Context: an optimization exercise on an open-source flow, tuned for small area. The choices shown serve that exercise and are no tape-out recipe. The RTL was checked by simulation tests, not by an equivalence proof against the original design. Power and IR drop assume default switching activity.

[design/flow/run.sh]
#!/bin/bash
# synth_recipe.tcl (not shown) runs the flow's synth.tcl, then flattens the netlist and writes it again
# the make line also repeats each setting of config.mk as NAME=value (left out here)
make -C /OpenROAD-flow-scripts/flow DESIGN_CONFIG=/design/flow/config.mk WORK_HOME=/design/flow/orfs CLKGATE_MAP_FILE= SYNTH_SCRIPT=/design/flow/synth_recipe.tcl finish
[design/flow/design.v]
`default_nettype none
module store_datapath #(
    parameter int         W                 = 64,
    parameter int         RATE_MAX          = 1344,
    parameter int         SIZE_W            = 32,
    parameter logic [1:0] SHAKE128_MODE_VEC = 2'b00,
    parameter logic [1:0] SHAKE256_MODE_VEC = 2'b01
) (
    input  wire logic                clk,
    input  wire logic                rst,      
    input  wire logic                start,
    input  wire logic [1:0]          operation_mode,
    input  wire logic [SIZE_W-1:0]   output_size,
    input  wire logic                block_valid,
    output logic                     block_ready,
    input  wire logic [RATE_MAX-1:0] state_in,
    output logic                     squeeze_request,
    output logic [W-1:0]             data_out,
    output logic                     data_out_valid,
    input  wire logic                data_out_ready,
    output logic                     last_output_word,
    output logic                     busy,
    output logic [W/8-1:0]           data_out_keep,
    output logic                     done
);
    localparam int c_RATE_256  = 1088;
    localparam int c_DEPTH_128 = RATE_MAX / W;
    localparam int c_DEPTH_256 = c_RATE_256 / W;
    localparam int c_WL_W      = $clog2(c_DEPTH_128 + 1);
    localparam int c_KB_W      = $clog2(W + 8);
    localparam int c_KEEP_W    = W / 8;
    typedef enum logic [1:0] {
        S_IDLE       = 2'd0,
        S_WAIT_BLOCK = 2'd1,
        S_STREAM     = 2'd2
    } state_t;
    state_t              r_state;
    state_t              w_state_next;
    logic [RATE_MAX-1:0] r_piso;
    logic [c_WL_W-1:0]   r_words_left;
    logic [SIZE_W-1:0]   r_bits_left;
    logic                r_mode_256;
    logic                r_busy;
    logic                r_done;
    logic                w_mode_ok;
    logic                w_stream;
    logic                w_last;
    logic [c_KB_W-1:0]   w_bits_small;
    logic [W-1:0]        w_mask;
    logic                w_block_ready;
    logic                w_valid;
    logic                w_squeeze;
    assign w_mode_ok    = (operation_mode == SHAKE128_MODE_VEC) ||
                          (operation_mode == SHAKE256_MODE_VEC);
    assign w_stream     = (r_state == S_STREAM);
    assign w_last       = w_stream && (r_bits_left <= SIZE_W'(W));
    assign w_bits_small = r_bits_left[c_KB_W-1:0];
    assign w_mask       = w_last ? ({W{1'b1}} >> (c_KB_W'(W) - w_bits_small)) : {W{1'b1}};
    always_ff @(posedge clk or negedge rst) begin
        if (!rst) begin
            r_state <= S_IDLE;
        end else begin
            r_state <= w_state_next;
        end
    end
    always_comb begin
        w_state_next  = r_state;
        w_block_ready = 1'b0;
        w_valid       = 1'b0;
        w_squeeze     = 1'b0;
        case (r_state)
            S_IDLE: begin
                if (start && w_mode_ok && (output_size != '0)) begin
                    w_state_next = S_WAIT_BLOCK;
                end
            end
            S_WAIT_BLOCK: begin
                w_block_ready = 1'b1;
                if (block_valid) begin
                    w_state_next = S_STREAM;
                end
            end
            S_STREAM: begin
                w_valid = 1'b1;
                if (data_out_ready) begin
                    if (w_last) begin
                        w_state_next = S_IDLE;
                    end else if (r_words_left == c_WL_W'(1)) begin
                        w_state_next = S_WAIT_BLOCK;
                        w_squeeze    = 1'b1;
                    end
                end
            end
            default: begin
                w_state_next = S_IDLE;
            end
        endcase
    end
    always_ff @(posedge clk or negedge rst) begin
        if (!rst) begin
            r_piso       <= '0;
            r_words_left <= '0;
            r_bits_left  <= '0;
            r_mode_256   <= 1'b0;
            r_busy       <= 1'b0;
            r_done       <= 1'b0;
        end else begin
            r_done <= 1'b0;
            case (r_state)
                S_IDLE: begin
                    if (start && w_mode_ok) begin
                        if (output_size == '0) begin
                            r_done <= 1'b1;
                        end else begin
                            r_busy      <= 1'b1;
                            r_bits_left <= output_size;
                            r_mode_256  <= (operation_mode == SHAKE256_MODE_VEC);
                        end
                    end
                end
                S_WAIT_BLOCK: begin
                    if (block_valid) begin
                        r_piso       <= state_in;
                        r_words_left <= r_mode_256 ? c_WL_W'(c_DEPTH_256) : c_WL_W'(c_DEPTH_128);
                    end
                end
                S_STREAM: begin
                    if (data_out_ready) begin
                        r_piso       <= r_piso >> W;
                        r_words_left <= r_words_left - c_WL_W'(1);
                        r_bits_left  <= (r_bits_left > SIZE_W'(W)) ? (r_bits_left - SIZE_W'(W)) : '0;
                        if (w_last) begin
                            r_busy <= 1'b0;
                            r_done <= 1'b1;
                        end
                    end
                end
                default: begin
                end
            endcase
        end
    end
    assign block_ready      = w_block_ready;
    assign data_out_valid   = w_valid;
    assign squeeze_request  = w_squeeze;
    assign data_out         = w_stream ? (r_piso[W-1:0] & w_mask) : '0;
    assign last_output_word = w_last;
    assign busy             = r_busy;
    assign done             = r_done;
    logic [c_KB_W-1:0] w_nbytes;
    assign w_nbytes = (w_bits_small + c_KB_W'(7)) >> 3;
    assign data_out_keep = !w_stream ? '0 :
                               w_last    ? ({c_KEEP_W{1'b1}} >> (c_KB_W'(c_KEEP_W) - w_nbytes)) :
                                           {c_KEEP_W{1'b1}};
endmodule
`default_nettype wire
[design/flow/constraint.sdc]
create_clock -name core_clock -period 6.0 [get_ports {clk}]
set_input_delay 1.2000 -clock core_clock [delete_from_list [all_inputs] [get_ports {clk}]]
set_output_delay 1.2000 -clock core_clock [all_outputs]
set_load 0.01 [all_outputs]
[design/flow/config.mk]
export PLATFORM = sky130hd
export DESIGN_NAME = store_datapath
export DESIGN_NICKNAME = store_datapath
export VERILOG_FILES = /design/flow/design.v
export SDC_FILE = /design/flow/constraint.sdc
export NUM_CORES = 4
export LEC_CHECK = 0
export CAP_MARGIN = 20
export CORE_AREA = 5 5 555 555
export DIE_AREA = 0 0 560 560
export PLACE_DENSITY = 0.45
export SLEW_MARGIN = 20
==> impl_metrics.csv <==
group,metric,value,unit
status,status,"finished clean",
logic_synthesis,ys_ff_latch,1386,
setup_path,setup.worst_path.start_class,"flop",
timing,maxSlewHeadroom,28.8,%
setup_path,cp.required,4.80,ns
power_and_ir_drop,ir_drop,310,µV
logic_synthesis,synth_async_sr_flop_share,100,%
clocking,cts_setup_buffers,0,
timing,fin_crit_sh,95.1,%
placement,hpwl,279000,µm
setup_path,endpoint_kind,"primary output",
die,core_area,0.302,mm²
setup_path,reg2reg_from,"r_state[0]",
clocking,numCtsBuffers,174,
global_routing,grt-ovfl-total,0,
timing,rsz0062_at_grt,"no",
logic_synthesis,syn-cell-area,0.0630,mm²
timing,finalClockSkew,0.0593,ns
drt,wl_per_cell,27.6,µm
setup_path,path_max_fanout,24,
drt,drc_errors,0,
logic_synthesis,yosysWarningCount,1,
drt,vias_per_cell,4.78,
global_routing,grt_pass1_wl,492000,µm
setup_path,r2r_slack,1.56,ns
drt,highest_layer,"met5",
logic_synthesis,synth_edf_count,0,
power_and_ir_drop,power_density,546,mW/mm²
timing,drv_slew,0,
layout,layout.nets,10200,
die,rows,202,
die,fp.dieArea,0.314,mm²
setup_path,worstRegToRegCells,9,
clocking,cts_buffer_depth,4,
logic_synthesis,ys_types,54,
placement,post-place-ws,1.02,ns
min_path,hp-class,"in2async",
placement,routabilityCongestion,0.891,
drt,drt_iter0_markers,5952,
layout,syn_to_final_growth,38.7,%
clocking,clk_pin_slew,0.05,ns
timing,min_period,5.70,ns
timing,fin_tns_setup,0,ns
drt,wirelength,358000,µm
global_routing,grt_usage,21.9,%
die,fp.dieW,560,µm
clocking,cts_tree,"done",
global_routing,antenna_found_initial,158,
logic_synthesis,synth_area_per_cell,8.17,µm²
drt,ant_nets,0,
global_routing,grt_pass1_vias,61600,
clocking,clock_latency,0.84,ns
die,io_pins,1461,
power_and_ir_drop,p_leak,0.0356,µW
timing,finalWorstSetupSlack,0.295,ns
flow_run,drv_cap,0,
logic_synthesis,syn_inst,7716,
setup_path,path_class,"reg2out",
setup_path,crit_arrival,4.50,ns
global_routing,grt_max_degree,181,
drt,vias,62000,
drt,wl_met3,22600,µm
timing,worst_pin_slew,1.07,ns
timing,timing.fmax,175,MHz
drt,wl_met2,176000,µm
layout,drive_gt1_share,4.29,%
drt,first_pass_iters,6,
drt,wl_met1,147000,µm
logic_synthesis,synth_ff_type,"dfrtp_1",
logic_synthesis,seq_area_frac_synth,55.0,%
logic_synthesis,synthesis.nets,9108,
clocking,htree_levels,4,
timing,hold_viol,0,
timing,setup_viol_count_final,0,
die,fp.dieH,560,µm
clocking,cts_sinks,1386,
die,initial_core_util,20.9,%
placement,port_buffers,1460,
clocking,cts_root_buf,"clkbuf_16",
setup_path,reg2reg_to,"r_piso[587]",
## cell type report
| cell class | count | area [µm²] |
|---|---|---|
| Fill cell | 32700 | 215000 |
| Sequential cell | 1386 | 34700 |
| Multi-Input combinational cell | 5673 | 25900 |
| Timing Repair Buffer | 1575 | 16000 |
| Clock buffer | 258 | 5060 |
| Tap cell | 3978 | 4980 |
| Clock inverter | 38 | 558 |
| Antenna cell | 50 | 125 |
| Inverter | 14 | 60.1 |
## worst max-delay path by stage
stage,startpoint,endpoint,cells after the start
3_5_place_dp,r_bits_left[22],data_out[9],8
2_1_floorplan,r_bits_left[22],data_out[20],6
6_report,r_bits_left[22],data_out[20],7
4_1_cts,r_bits_left[22],data_out[20],7
3_3_place_gp,r_bits_left[22],data_out[9],8
5_1_grt,r_bits_left[1],data_out[9],10
## cells in the final DEF (no fill, tap or decap), types with 15 or more instances in the layout
cell type and count:
a22o_1 82, nor4_1 19, nand2_1 2659, diode_2 50
clkbuf_16 175, o22ai_1 15, clkbuf_1 46, buf_12 42
clkbuf_8 37, a21oi_1 69, buf_4 73, o21ai_0 32
clkinv_2 15, nor2_1 1314, dfrtp_1 1386, a31oi_1 1285
clkdlybuf4s50_1 1459
## critical path, cell delays in order, from the launching register on
cell	delay [ns]
dfrtp_1	0.40
or4_4	0.57
or3_4	0.43
or4_2	0.74
buf_4	0.28
or3_1	0.47
o211a_1	0.27
clkdlybuf4s50_1	0.50
## logic make-up after synthesis
kind of cell,count (synthesis),share of synthesized area (%)
adders and majority gates,9,0.179
buffers and inverters,657,3.95
AOI/OAI and AO/OA,1564,15.9
DFF,1386,55.0
xor gates and xnor gates,9,0.125
and+or+nand+nor,4091,24.8
## synth_stat cells (2+ instances only)
cell | n | area [µm²]
nand2_1 | 2659 | 9980
dfrtp_1 | 1386 | 34700
nor2_1 | 1317 | 4940
a31oi_1 | 1285 | 8040
clkbuf_1 | 620 | 2330
a22o_1 | 82 | 718
a21oi_1 | 69 | 345
o21ai_0 | 32 | 160
nor4_1 | 19 | 119
o22ai_1 | 15 | 93.8
nand3_1 | 14 | 70.1
nor3_1 | 14 | 70.1
inv_1 | 13 | 48.8
o2bb2ai_1 | 13 | 114
or3_1 | 13 | 81.3
buf_1 | 11 | 41.3
buf_2 | 11 | 55.1
nand4_1 | 11 | 68.8
o41ai_1 | 11 | 96.3
o211ai_1 | 10 | 75.1
o32ai_1 | 10 | 87.6
ha_1 | 9 | 113
a22oi_1 | 7 | 52.6
and2_1 | 7 | 43.8
nor2b_1 | 7 | 43.8
nand2b_1 | 6 | 37.5
a21o_1 | 5 | 37.5
a32oi_1 | 5 | 43.8
o31ai_1 | 5 | 37.5
xor2_1 | 5 | 43.8
nor3b_1 | 4 | 30.0
or4_1 | 4 | 30.0
xnor2_1 | 4 | 35.0
a211oi_1 | 3 | 22.5
and3_1 | 3 | 18.8
o211a_1 | 3 | 30.0
or2_2 | 3 | 18.8
a211o_1 | 2 | 17.5
nand3b_1 | 2 | 15.0
nor4b_1 | 2 | 17.5
o21a_1 | 2 | 15.0
## state kept, by name, indices dropped and copies added, names as in the netlist
name          flops
r_busy            1
r_state           2
r_done            1
r_bits_left      32
r_mode_256        1
r_piso         1344
r_words_left      5
## report_power, final
group | switching (µW) | internal (µW) | total (µW)
Clock | 4420 | 6190 | 10600
Sequential | 4050 | 14000 | 18100
Combinational | 12300 | 6650 | 19000
## through the flow
stage / hold WS [ns] / area (µm²) / cells / total power, µW / util (%)
finish: 0.255 / 87400 / 13000 / 47700 / 28.9
global route: 0.260 / 87400 / 12900 / 50900 / 28.9
CTS: 0.294 / 87300 / 12900 / 48300 / 28.9
detailed placement: 0.477 / 81700 / 12600 / 37400 / 27.0
global placement: 0.468 / 81700 / 12600 / 37100 / 27.0
floorplan: 0.448 / 63000 / 7716 / 28300 / -
## metal layers
metal  up-vias  global-route usage, %
li1      28300                      -
met1     30900                   27.4
met2      2232                   37.7
met3       540                   4.46
met4        82                   6.76
met5         -                      0
## timing repair
item                                    in CTS  in global routing
endpoints found under the setup margin       0                 11
hold buffers                                 0                  0
resized for setup                            0                  2

==> afterwards: timing with drivers on the ports <==
No port has a modelled driver above. Below, the same layout with a new extraction and two added sets of constraints. Step 1, drivers: a clkbuf_16 drives clk and a buf_2 each remaining input, both assumed. Step 2 moves the port delays by t, midway between the first and last clock arrival at a register: inputs arrive t later, outputs are due t later. That takes back most of the time a late clock gives input paths. Three values: no drivers, after step 1, after step 2; two values: the first two.
t (ns): 0.911
setup WS [ns]: 0.295 / 0.192 / 1.103
worst register clock-pin slew, ns: 0.07 / 0.07
pins driven straight from the clock port: 1
After both steps setup and hold are still met in this run. For this run, drivers alone change the setup slack by -0.103 ns; drivers and shift together by +0.808 ns.
